This is an optimization exercise on Yosys and OpenROAD, whose aim is small area, a short achievable clock period and few clock cycles, not a production implementation. Where RTL was checked, it was by simulation tests only, not by an equivalence proof against the original. Power figures rest on the tool's default switching activity, not on a simulated workload.

Setup of old:
## sha2_blk_unpack
module sha2_blk_unpack #(
  parameter int reg_w   = sha2_pkg::REG_W,
  parameter int reg_cnt = sha2_pkg::REG_CNT,
  parameter int dec_w   = sha2_pkg::DEC_W
) (
  input  logic                     clk,
  input  logic                     rst,
  input  logic [reg_cnt*reg_w-1:0] blk,
  input  logic                     blk_vld,
  input  logic                     blk_last,
  output logic                     blk_rdy,
  output logic [reg_w-1:0]         pkt,
  output logic                     pkt_vld,
  input  logic                     pkt_rdy,
  output logic [dec_w-1:0]         idx,
  output logic                     msg_done,
  output logic                     len_err
);
Settings: LEC_CHECK=0, CAP_MARGIN=20, CORE_MARGIN=2, CORE_UTILIZATION=60, PLACE_DENSITY=0.7, SETUP_SLACK_MARGIN=3.4, SLEW_MARGIN=20; clock period 6.0 ns.
standard.sh (not shown) runs the stock make flow with config.mk's settings and CLKGATE_MAP_FILE= SYNTH_SCRIPT=/design/flow/synth_recipe.tcl, a recipe that flattens the netlist after the stock synthesis.
==> flow/flow/run.sh <==
#!/bin/bash
# The standard layout, with the port buffers made of the smallest buffer cell instead of
# the flow's default delay buffer, and a clock tree of smaller buffers without dummy loads.
# Each tool's output goes to its own log in the work folder.
set -euo pipefail
export BUFFER_PORTS_ARGS="-buffer_cell sky130_fd_sc_hd__buf_1"
export CTS_ARGS="-sink_clustering_enable -repair_clock_nets -dont_use_dummy_load -buf_list {sky130_fd_sc_hd__clkbuf_4 sky130_fd_sc_hd__clkbuf_8}"
bash standard.sh finish > standard_make.log 2>&1
The final layout from old, which completed every stage, passed the timing, design-rule and antenna checks at the end of the flow.
Testbench counts of old, summed over its fixed seeds: cycles 5,519.
Input-level comparison between new and old:
Settings: SETUP_SLACK_MARGIN changed from 3.4 to 3.1.
==> flow/flow/run.sh <==
#!/bin/bash
# The standard layout, with the port buffers made of the smallest buffer cell instead of
# the flow's default delay buffer. Each tool's output goes to its own log in the work folder.
set -euo pipefail
export BUFFER_PORTS_ARGS="-buffer_cell sky130_fd_sc_hd__buf_1"
bash standard.sh finish > standard_make.log 2>&1
Notes after the runs:
~same cell area after placement in new and old
Comparing end-of-flow core utilization for new and old, the bigger number came from old.
Diff new..old | power dissipated in sequential cells | negligible
new | stages: all done | timing, DRC, antenna: all pass
Diff old -> new: worst setup slack increased 0.013 ns; wire length decreased about 2.2%; global-route usage decreased 0.53 points; clock latency at the later pin of the worst-skew pair decreased 0.03 ns.
Between new and old, the number of cells on the worst hold path does not differ in any meaningful way.
new vs old: CTS H-tree depth down in new

========
Setup of build 52:
sha2_blk_unpack, a different RTL version from the one above (not shown whole).
For scale: about 2200 cells after synthesis.
==> flow/config.mk <==
export PLATFORM = sky130hd
export DESIGN_NAME = sha2_blk_unpack
export DESIGN_NICKNAME = sha2_blk_unpack
export VERILOG_FILES = /design/flow/design.v
export SDC_FILE = /design/flow/constraint.sdc
export NUM_CORES = 4
export LEC_CHECK = 0
export CAP_MARGIN = 20
export CORE_MARGIN = 2
export CORE_UTILIZATION = 50
export PLACE_DENSITY = 0.65
export SETUP_SLACK_MARGIN = 3.1
export SLEW_MARGIN = 20
==> flow/constraint.sdc <==
create_clock -name core_clock -period 6.0 [get_ports {clk}]
set_input_delay 1.2000 -clock core_clock [delete_from_list [all_inputs] [get_ports {clk}]]
set_output_delay 1.2000 -clock core_clock [all_outputs]
set_load 0.01 [all_outputs]
==> flow/flow/run.sh <==
#!/bin/bash
# The standard layout, with the port buffers made of the smallest buffer cell instead of
# the flow's default delay buffer, and a clock tree of smaller buffers without dummy loads.
# Each tool's output goes to its own log in the work folder.
set -euo pipefail
export BUFFER_PORTS_ARGS="-buffer_cell sky130_fd_sc_hd__buf_1"
export CTS_ARGS="-sink_clustering_enable -repair_clock_nets -dont_use_dummy_load -buf_list {sky130_fd_sc_hd__clkbuf_4 sky130_fd_sc_hd__clkbuf_8} -sink_clustering_size 20"
bash standard.sh finish > standard_make.log 2>&1
Both conditions hold for build 52: the flow ran to the end and the final layout passed the timing, design-rule and antenna checks.
Changes in build 59 relative to build 52:
Settings: SETUP_SLACK_MARGIN now 2.95, was 3.1.
diff --git a/flow/flow/run.sh b/flow/flow/run.sh
--- a/flow/flow/run.sh
+++ b/flow/flow/run.sh
@@ -5,4 +5,4 @@
 set -euo pipefail
 export BUFFER_PORTS_ARGS="-buffer_cell sky130_fd_sc_hd__buf_1"
-export CTS_ARGS="-sink_clustering_enable -repair_clock_nets -dont_use_dummy_load -buf_list {sky130_fd_sc_hd__clkbuf_4 sky130_fd_sc_hd__clkbuf_8} -sink_clustering_size 20"
+export CTS_ARGS="-sink_clustering_enable -repair_clock_nets -dont_use_dummy_load -buf_list {sky130_fd_sc_hd__clkbuf_4 sky130_fd_sc_hd__clkbuf_8} -sink_clustering_size 16 -sink_clustering_max_diameter 60"
 bash standard.sh finish > standard_make.log 2>&1
## What came out
- Between build 59 and build 52, layout cell share with drive strength beyond 1 is higher for build 52, build 59 comes in under that.
- Delta (build 59 minus build 52): setup slack decreased by 0.11 ns relative to the old numbers, first-iteration DRC count lost 6.6%.
### build 59 -> build 90
Settings: changing SETUP_SLACK_MARGIN from 2.95 to 3.05.
Notes after the runs:
- Changes observed in build 90 relative to build 59: routed wire length has decreased; design area has increased; wire length of the first global-routing pass has decreased.
- Diff build 59 -> build 90: flip-flop and latch count stayed essentially flat; instance count on the critical path grew by 1.
- Sequential share of layout area: build 59 vs build 90 — no meaningful difference
- When build 90 is measured against build 59, its power spent charging and discharging nets turns out about 1.8% lower.
- The final reports for build 90 and build 59 show power after layout lower in the former.
#### Input delta (build 74 over build 90)
Settings: SETUP_SLACK_MARGIN changed from 3.05 to 3.1.
==> flow/flow/run.sh <==
#!/bin/bash
# The standard layout, with the port buffers made of the smallest buffer cell instead of
# the flow's default delay buffer, and a clock tree of smaller buffers without dummy loads.
# Each tool's output goes to its own log in the work folder.
set -euo pipefail
export BUFFER_PORTS_ARGS="-buffer_cell sky130_fd_sc_hd__buf_1"
export CTS_ARGS="-sink_clustering_enable -repair_clock_nets -dont_use_dummy_load -buf_list {sky130_fd_sc_hd__clkbuf_4 sky130_fd_sc_hd__clkbuf_8}"
bash standard.sh finish > standard_make.log 2>&1
==> comparison <==
For the count of buffers added by post-CTS timing repair for setup, build 74 came in 7 lower than build 90 did.
Build 74 vs build 90: wire length up by a few percent
Build 74 vs build 90, first element of the critical path: blk[144] vs blk[338]
Taking build 74 as 1.0, build 90 lands at 0.880 on cell internal power dissipation.
In the metrics for build 74 and build 90, the one carrying the lower cell area is build 90.
Build 74 vs build 90 — worst hold slack rose 0.042 ns.
Diff build 90 -> build 74: pin slew with the least headroom to its limit saw a decrease; post-placement setup slack went up 0.049 ns; timing-limited maximum frequency about even.
No run of this note included a check of the RTL's function; only the layout flow was run.

==> port drivers added, routing unchanged <==
Ports are ideal in the flow. The routed layouts listed here were re-timed in OpenROAD.
Step 1, drivers: a clkbuf_16 drives clk and a buf_2 each remaining input, both assumed.
Step 2, shift: input delay + t, output delay - t, t = (earliest + latest rising clock arrival at the registers) / 2. This alone moves slack from input paths to output paths.
a / b / c = ideal / step 1 / step 2; a / b = the first two.
run	shift t [ns]	slack for setup (ns)	worst setup path at the end	cell pins on the clock port's net
old	0.710	3.061 / 3.077 / 2.367	input to register	1
new	0.683	3.074 / 3.065 / 2.392	input to register	1
build 52	0.730	2.948 / 2.834 / 2.255	input to register	1
build 59	0.719	2.837 / 2.769 / 2.158	input to register	1
build 90	0.713	2.951 / 2.809 / 2.249	input to register	1
build 74	0.730	2.948 / 2.834 / 2.255	input to register	1
After both steps setup and hold are still met in every run listed. The setup slack of build 90, which loses most, moves by -0.142 ns with the drivers and by -0.702 ns with both steps.
